This is an optimization exercise on Yosys and OpenROAD, whose aim is small area and a short achievable clock period, not a production implementation.
Only simulation tests tie the RTL to the original design; equivalence was not proved.
Power and IR drop assume default switching activity.

**flow/standard.sh**
```bash
#!/bin/bash
# synth_recipe.tcl (not shown) runs the flow's synth.tcl, then flattens the netlist and writes it again
# the make line also repeats each setting of config.mk as NAME=value (left out here)
make -C /OpenROAD-flow-scripts/flow DESIGN_CONFIG=/design/flow/config.mk WORK_HOME=/design/flow/orfs CLKGATE_MAP_FILE= SYNTH_SCRIPT=/design/flow/synth_recipe.tcl "${@:-finish}"
```
**flow/design.v**
```verilog
module conv_window_reader #(
  parameter int MAX_OUTST = 4
) (
  input  logic               clk_i,
  input  logic               rst_i,
  input  logic               start_i,
  input  logic [31:0]        base_i,
  input  logic [31:0]        iw_i,
  input  logic [31:0]        ih_i,
  input  logic [31:0]        k_i,
  output logic               mem_req_o,
  output logic [31:0]        mem_addr_o,
  input  logic               mem_gnt_i,
  input  logic               mem_rvalid_i,
  output logic signed [31:0] loop_i_o,
  output logic signed [31:0] loop_j_o,
  output logic signed [31:0] loop_wi_o,
  output logic signed [31:0] loop_wj_o,
  output logic               out_valid_o,
  output logic               busy_o,
  output logic               done_o
);
  localparam int CNT_W = $clog2(MAX_OUTST + 1);
  localparam logic [CNT_W-1:0] CNT_MAX = CNT_W'(MAX_OUTST);
  function automatic logic [19:0] inc20(input logic [19:0] a);
    logic c;
    c = 1'b1;
    for (int n = 0; n < 20; n++) begin
      inc20[n] = a[n] ^ c;
      c = c & a[n];
    end
  endfunction
  function automatic logic [19:0] dec20(input logic [19:0] a);
    logic c;
    c = 1'b1;
    for (int n = 0; n < 20; n++) begin
      dec20[n] = a[n] ^ c;
      c = c & ~a[n];
    end
  endfunction
  function automatic logic [19:0] add20(input logic [19:0] a, input logic [19:0] b,
                                        input logic ci);
    logic c;
    c = ci;
    for (int n = 0; n < 20; n++) begin
      add20[n] = a[n] ^ b[n] ^ c;
      c = (a[n] & b[n]) | (c & (a[n] ^ b[n]));
    end
  endfunction
  logic st_busy, st_b;
  logic run, idle;
  logic [CNT_W-1:0] cnt_q;
  logic start_acc, cfg_zero, push, pop;
  logic [31:0] base_q;
  logic [9:0]  iw_q;
  logic [3:0]  km1_q;           
  logic [3:0]  wp_q, hp_q;      
  logic [9:0]  ndx_q, ndy_q;    
  logic        fc_q, fr_q;      
  logic [19:0] t_q;             
  logic [19:0] w_q;             
  logic        pad_q;           
  logic [9:0]  ri_q, rj_q;
  logic [4:0]  rwi_q, rwj_q;
  assign idle      = !st_busy && !st_b;
  assign run       = st_busy && st_b;
  assign start_acc = idle && start_i;
  assign cfg_zero  = (iw_i[9:0] == '0) || (ih_i[9:0] == '0) || (k_i[3:0] == '0);
  assign mem_req_o = run && (cnt_q != CNT_MAX);
  assign push      = mem_req_o && mem_gnt_i;
  assign pop       = mem_rvalid_i && (cnt_q != '0);
  assign out_valid_o = pop;
  assign busy_o    = st_busy;
  assign done_o    = !st_busy && st_b;
  function automatic logic [29:0] add30bk(input logic [29:0] a, input logic [29:0] b);
    logic [29:0] g, p, x;
    x = a ^ b;
    g = a & b;
    p = x;
    for (int d = 1; d < 30; d = d * 2) begin
      for (int n = 2 * d - 1; n < 30; n = n + 2 * d) begin
        g[n] = g[n] | (p[n] & g[n-d]);
        p[n] = p[n] & p[n-d];
      end
    end
    for (int d = 8; d >= 1; d = d / 2) begin
      for (int n = 3 * d - 1; n < 30; n = n + 2 * d) begin
        g[n] = g[n] | (p[n] & g[n-d]);
        p[n] = p[n] & p[n-d];
      end
    end
    add30bk = x ^ {g[28:0], 1'b0};
  endfunction
  function automatic logic [31:0] add32bk(input logic [31:0] a, input logic [31:0] b);
    logic [31:0] g, p, x;
    x = a ^ b;
    g = a & b;
    p = x;
    for (int d = 1; d < 32; d = d * 2) begin
      for (int n = 2 * d - 1; n < 32; n = n + 2 * d) begin
        g[n] = g[n] | (p[n] & g[n-d]);
        p[n] = p[n] & p[n-d];
      end
    end
    for (int d = 8; d >= 1; d = d / 2) begin
      for (int n = 3 * d - 1; n < 32; n = n + 2 * d) begin
        g[n] = g[n] | (p[n] & g[n-d]);
        p[n] = p[n] & p[n-d];
      end
    end
    add32bk = x ^ {g[30:0], 1'b0};
  endfunction
  logic [29:0] asum;
  assign asum = add30bk(base_q[31:2], {10'b0, t_q & {20{!pad_q}}});
  assign mem_addr_o = {asum, base_q[1:0]};
  logic lw, lh, li, lj, last_tap;
  assign lw = (wp_q == km1_q);
  assign lh = (hp_q == km1_q);
  assign li = (ndx_q == ~10'd1);
  assign lj = (ndy_q == ~10'd1);
  assign last_tap = lw && lh && li && lj;
  logic [19:0] wp_inc, ndx_inc, c2m1, t_a, t_b, t_sum;
  assign wp_inc = inc20({16'b0, lw ? hp_q : wp_q});
  assign ndx_inc = inc20({10'b0, li ? ndy_q : ndx_q});
  assign c2m1   = add20({10'b0, iw_q}, {16'hffff, ~km1_q}, 1'b0);    
  assign t_a    = (lw && lh) ? w_q : t_q;
  assign t_b    = (lw && !lh) ? c2m1 : 20'd0;
  logic [31:0] t_sum32;
  assign t_sum32 = add32bk({11'b0, t_a, 1'b1}, {11'b0, t_b, 1'b1});
  assign t_sum = t_sum32[20:1];
  logic [3:0]  wp_n, hp_n;
  logic [9:0]  ndx_n, ndy_n;
  logic        fc_n, fr_n, pad_n, ypad_n, ypad_q;
  logic [19:0] t_n, w_n;
  always_comb begin
    wp_n = wp_inc[3:0];
    hp_n = hp_q;
    ndx_n = ndx_q;
    ndy_n = ndy_q;
    fc_n = fc_q;
    fr_n = fr_q;
    w_n  = w_q;
    t_n  = t_sum;
    if (lw) begin
      wp_n = '0;
      hp_n = wp_inc[3:0];
      if (lh) begin
        hp_n = '0;
        w_n  = t_sum;
        fc_n = 1'b0;
        ndx_n = ndx_inc[9:0];
        if (li) begin
          fc_n = 1'b1;
          ndx_n = ~iw_q;
          fr_n = 1'b0;
          ndy_n = ndx_inc[9:0];
        end
      end
    end
    ypad_n = ypad_q;
    if (!lw)      pad_n = ypad_q || ({6'b0, wp_q} >= ~ndx_q);
    else if (!lh) begin ypad_n = ({6'b0, hp_q} >= ~ndy_q); pad_n = fc_q || ypad_n; end
    else if (!li) begin ypad_n = fr_q; pad_n = fr_q; end
    else          begin ypad_n = 1'b0; pad_n = 1'b1; end
  end
  always_ff @(posedge clk_i) begin
    if (start_acc) begin
      base_q <= base_i;
      iw_q   <= iw_i[9:0];
      km1_q  <= k_i[3:0] - 4'd1;
      wp_q   <= '0;
      hp_q   <= '0;
      ndx_q  <= ~iw_i[9:0];
      ndy_q  <= ~ih_i[9:0];
      fc_q   <= 1'b1;
      fr_q   <= 1'b1;
      t_q    <= ~{10'b0, iw_i[9:0]};             
      w_q    <= ~{10'b0, iw_i[9:0]};
      pad_q  <= 1'b1;
      ypad_q <= 1'b1;
    end else if (push) begin
      wp_q  <= wp_n;
      hp_q  <= hp_n;
      ndx_q <= ndx_n;
      ndy_q <= ndy_n;
      fc_q  <= fc_n;
      fr_q  <= fr_n;
      t_q   <= t_n;
      w_q   <= w_n;
      pad_q <= pad_n;
      ypad_q <= ypad_n;
    end
  end
  logic [19:0] rwi_inc, rwj_inc, ri_inc, rj_inc;
  assign rwi_inc = inc20({15'b0, rwi_q});
  assign rwj_inc = inc20({15'b0, rwj_q});
  assign ri_inc  = inc20({10'b0, ri_q});
  assign rj_inc  = inc20({10'b0, rj_q});
  always_ff @(posedge clk_i) begin
    if (start_acc) begin
      ri_q  <= '0;
      rj_q  <= '0;
      rwi_q <= '1;
      rwj_q <= '1;
    end else if (pop) begin
      if (rwi_inc[3:0] != km1_q) begin
        rwi_q <= rwi_inc[4:0];
      end else begin
        rwi_q <= '1;
        if (rwj_inc[3:0] != km1_q) begin
          rwj_q <= rwj_inc[4:0];
        end else begin
          rwj_q <= '1;
          if (ri_inc[9:0] != iw_q) begin
            ri_q <= ri_inc[9:0];
          end else begin
            ri_q <= '0;
            rj_q <= rj_inc[9:0];
          end
        end
      end
    end
  end
  assign loop_i_o  = {22'b0, ri_q};
  assign loop_j_o  = {22'b0, rj_q};
  assign loop_wi_o = {{27{rwi_q[4]}}, rwi_q};
  assign loop_wj_o = {{27{rwj_q[4]}}, rwj_q};
  always_ff @(posedge clk_i) begin
    if (rst_i) begin
      cnt_q <= '0;
    end else begin
      case ({push, pop})
        2'b10:   cnt_q <= cnt_q + CNT_W'(1);
        2'b01:   cnt_q <= cnt_q - CNT_W'(1);
        default: cnt_q <= cnt_q;
      endcase
    end
  end
  always_ff @(posedge clk_i) begin
    if (rst_i) begin
      st_busy <= 1'b0;
      st_b    <= 1'b0;
    end else begin
      case ({st_busy, st_b})
        2'b00: if (start_i) begin st_busy <= !cfg_zero; st_b <= 1'b1; end
        2'b11: if (push && last_tap) st_b <= 1'b0;
        2'b10: if (pop && cnt_q == CNT_W'(1)) begin st_busy <= 1'b0; st_b <= 1'b1; end
        default: begin st_busy <= 1'b0; st_b <= 1'b0; end
      endcase
    end
  end
endmodule
```
**flow/flow/area.abc**
```
&get -n
&st
&dch
&nf -R 1000
&put
buffer -c
topo
stime -c
upsize -c
dnsize -c
```
**flow/config.mk**
```make
export PLATFORM = sky130hd
export DESIGN_NAME = conv_window_reader
export DESIGN_NICKNAME = conv_window_reader
export VERILOG_FILES = /design/flow/design.v
export SDC_FILE = /design/flow/constraint.sdc
export NUM_CORES = 4
export LEC_CHECK = 0
export CAP_MARGIN = 20
export CORE_MARGIN = 2
export CORE_UTILIZATION = 80
export CTS_BUF_LIST = sky130_fd_sc_hd__clkbuf_8
export SLEW_MARGIN = 20
```
**flow/flow/synth.tcl**
```tcl
# The standard flow's synthesis script (synth_recipe.tcl), with one change: ABC maps the logic with
# flow/area.abc (an area-oriented mapping) instead of ORFS's speed script. Everything
# else, including the flip-flop mapping, is the standard synthesis.
proc synth {args} { yosys synth -nofsm -noshare {*}$args }
proc abc {args} {
  set i [lsearch -exact $args -script]
  if { $i >= 0 } { lset args [expr {$i + 1}] $::env(FLOW_ABC_SCRIPT) }
  yosys abc {*}$args
}
source $::env(SCRIPTS_DIR)/synth.tcl
# left out here: clear keep_hierarchy, flatten, clean up, hide names made inside functions, write 1_2_yosys.v
```
**flow/constraint.sdc**
```tcl
create_clock -name core_clock -period 17.0 [get_ports {clk_i}]
set_input_delay 3.4000 -clock core_clock [delete_from_list [all_inputs] [get_ports {clk_i}]]
set_output_delay 3.4000 -clock core_clock [all_outputs]
set_load 0.01 [all_outputs]
```
**flow/flow/run.sh**
```bash
#!/bin/bash
# Standard ORFS layout with these changes:
# - synthesis: the standard flow's script, but ABC maps with an area-oriented script (flow/synth.tcl,
#   flow/area.abc); flip-flops are mapped exactly as in the standard synthesis;
# - small (buf_1) port buffers instead of the default delay-cell buffers;
# - a larger setup-repair margin so repair_timing keeps working below the clock period;
# - one shared tie cell; clock tree built from clkbuf_8.
# The design and constraints are the standard flow's, unchanged.
set -euo pipefail
here=$(pwd)
bash standard.sh \
  "SYNTH_SCRIPT=$here/flow/synth.tcl" \
  "FLOW_ABC_SCRIPT=$here/flow/area.abc" \
  "BUFFER_PORTS_ARGS=-buffer_cell sky130_fd_sc_hd__buf_1" \
  "SETUP_SLACK_MARGIN=${SETUP_MARGIN_NS:-9.9}" \
  "SKIP_REPAIR_TIE_FANOUT=1" \
  "CTS_ARGS=-sink_clustering_enable -repair_clock_nets -buf_list sky130_fd_sc_hd__clkbuf_8" \
  finish > standard_flow.log 2>&1
```
==> results.txt <==
stage by stage:
step	util, %	std cells
2_1_floorplan	-	892
3_3_place_gp	83.1	1091
3_5_place_dp	83.1	1091
4_1_cts	88.4	1133
5_1_grt	89.7	1142
6_report	89.7	1142
state kept, by name, summed over array words and instances (netlist names):
name     flops
rwj_q        5
rwi_q        5
ndx_q       10
cnt_q        3
w_q         20
t_q         20
hp_q         4
fc_q         1
fr_q         1
st_b         1
base_q      32
km1_q        4
ri_q        10
st_busy      1
ypad_q       1
wp_q         4
pad_q        1
rj_q        10
iw_q        10
ndy_q       10
layer usage:
metal	routed length [um]	global-route usage [%]	vias up
met1	9280	45.9	3532
li1	-	-	3234
met2	12700	64.3	565
met4	1410	18.5	0
met5	0	0	-
met3	2880	10.3	119
cell type report:
class / instances / share of cell area [%]
well taps: 143 / 1.73
multi-input cells: 566 / 44.4
inverters: 45 / 1.75
clock buffers: 17 / 2.26
repair buffers: 203 / 8.49
flip-flops and latches: 153 / 39.8
clock inverters: 15 / 1.62
worst max path at each step:
| stage | cells past startpoint | slack, ns | end | from |
|---|---|---|---|---|
| floorplan | 1 | 9.90 | out_valid_o | mem_rvalid_i |
| global placement | 3 | 9.44 | out_valid_o | mem_rvalid_i |
| detailed placement | 19 | 9.31 | mem_addr_o[31] | pad_q$_SDFFE_PP1P_ |
| CTS | 19 | 9.63 | mem_addr_o[31] | t_q[0]$_DFFE_PP_ |
| global route | 19 | 9.28 | mem_addr_o[31] | t_q[0]$_DFFE_PP_ |
| finish | 19 | 9.49 | mem_addr_o[31] | pad_q$_SDFFE_PP1P_ |
cell usage in the layout, fill, tap and decap left out, types with 8 or more instances in the layout:
cell type  instances
clkbuf_8          17
o21ai_0           57
nor2_1            60
edfxtp_1         106
fa_1              16
dfxtp_1           46
nand2_1           46
buf_1            172
nor2b_1           24
inv_1             40
mux2i_1           18
nand3_1           10
a21oi_1           51
nand2b_1           8
nor3_1             8
a21o_1            11
buf_4             22
xor2_1            31
mux2_2            14
ha_1              89
xnor2_1           23
kinds of logic (layout without fill, tap and decap cells):
group	after synthesis	after routing	share of synthesized area, %
adder cells (fa/ha/maj)	112	112	16.0
buffers and inverters	173	280	11.0
multiplexers	32	32	3.53
other	1	1	0.0391
AND/OR/NAND/NOR	197	197	10.3
AO/OA/AOI/OAI	164	164	10.3
XOR/XNOR	60	60	5.80
flip-flops	153	153	43.0
what timing repair did:
action                     in CTS  in global routing
gates resized for setup        34                 20
pin swaps                      14                 10
setup buffers                  10                  9
gates cloned                    0                  0
setup endpoints to repair      20                  9
report_power, final:
part	internal (mW)	switching [mW]
clock	0.133	0.159
combinational	0.0919	0.152
sequential	0.441	0.0334
==> results.txt <==
status=no timing/DRC/antenna violations; total power=~1.0 mW; hold buffers post-CTS=0; unrepaired setup endpoints after global routing=true; Tmin final=7.51 ns; Post-synth ARST share=0%; hold_sp=rj_q[0]$_SDFFE_PP0P_; critical path class=flop to primary output; CP Cell Sequence=nor2b_4 -> ha_4 -> inv_2 -> fa_2 -> o21ai_4 -> a21o_1 -> a21oi_2 -> inv_2 -> a31oi_4 -> o31ai_4 -> a21o_1 -> a21o_1 -> and3_4 -> and3_4 -> and3_4 -> and3_4 -> ha_4 -> xor2_2 -> buf_2; post-detail-place hpwl=16200 um; CP most frequent cell=and3_4; Final Hold Vio Count=0; design area=10400 um2; H-tree levels=4; global route total overflow=0; core area=11600 um2; reg-to-reg endpoint=t_q[19]$_DFFE_PP_; average wire per standard cell=23.0 um; number of synthesized flops with an enable pin=106; flop2flop setup slack=11.01 ns; cell count after synthesis=between 800 and 900; clk slew on worst S/H paths=~0.09 ns; Synth Flop Type=edfxtp_1; WP buf/inv=3; CP delay by family, top=compound AO/OA/AOI/OAI gates; Synth top cells by count=edfxtp_1, buf_4, ha_1; CTS tree=done; residual DRC count=0; Worst setup SP type=flop; Setup Skew=0.0157 ns; Ports=297; Worst slew margin=26.6%; Worst Hold Depth=1; Syn Nets=approximately 1100; vias=7450; final max-slew violation count=0; Hold Path Class=flop to flop; crit path capture type=primary output; CP required=13.60 ns; multi-input logic area=around 4600 um2; number of global-route vias before repair=approximately 7300; FP Rows=39; clock latency (worst-skew pair)=0.50 ns; initial antenna violation count=1; die width=approximately 110 um; largest net degree at the start of global routing=60; flip-flop and latch area=4130 um2; Yosys warnings=1; Worst-Margin Slew=approximately 1.1 ns; Layout Area Growth over Synthesis=8.23%; post-synth top area cell=edfxtp_1; port bufs=180; Layout Nets=1231; total die area=12900 um2; VDD IR max=0.000107 V; pre-CTS WS=9.31 ns; clk sinks=153; Initial Util=82.9%; hold path endpoint=rj_q[0]$_SDFFE_PP0P_; share of layout cells above drive strength 1=12.4%; Vias/cell=around 6.5; largest cells by area after synthesis=edfxtp_1, ha_1, dfxtp_1; pwr/cell area=97.4 nW/um2; share of the synthesized area in the top cell type=33.2%; highest-delay cell along the critical path=dfxtp_4; WHS=0.497 ns; max incr delay on CP=0.40 ns; CP max FO=6; most numerous cell in the Yosys netlist=edfxtp_1; Post-Syn Area=9580 um2; sequential area share after synthesis=43.0%; Area after DPL=9610 um2; CTS Root Cell=clkbuf_8; Final Wtd Congestion=0.920; post-route ant nets=0; Final WS setup=9.49 ns; first-pass GRT wire length=37300 um; leakage=4.22 nW; Die Span Y=113 um; Initial DRT Pass Iterations=5; syn avg cell area=~11 um2; Setup-failing EPs final=0; TritonCTS buffer count=17; achievable clock frequency=133 MHz; Routed WL=26300 um; Synth cell types=63; setup TNS=0 ns; All-Layer GR Usage=between 30% and 40%; CP arrival=approximately 4 ns; Clock Path Buffers=2; initial drt markers=953; fill count=510; RR Startpoint=km1_q[2]$_DFFE_PP_; max-cap violation count=0; post-synthesis register bit count=153; Worst Reg-to-Reg Cells=20; antenna cells=0; Tcrit/Tclk final=around 44%

[port drivers added, routing unchanged]
How much do the figures lean on ideal ports? The routed layout below was timed once more, with nothing changed but the port constraints.
Step 1 assumes that a clkbuf_16 drives the clock port and a buf_2 every other input.
Step 2, shift: input delay + t, output delay - t, t = (earliest + latest rising clock arrival at the registers) / 2. This alone moves slack from input paths to output paths.
a / b / c = no drivers / after step 1 / after step 2; a / b = the first two.
t, ns: 0.524
slack for setup (ns): 9.488 / 9.453 / 9.703
worst setup path at the end: input to output
After both steps setup and hold are still met in this run. The setup slack of this run moves by -0.035 ns with the drivers and by +0.215 ns with both steps.
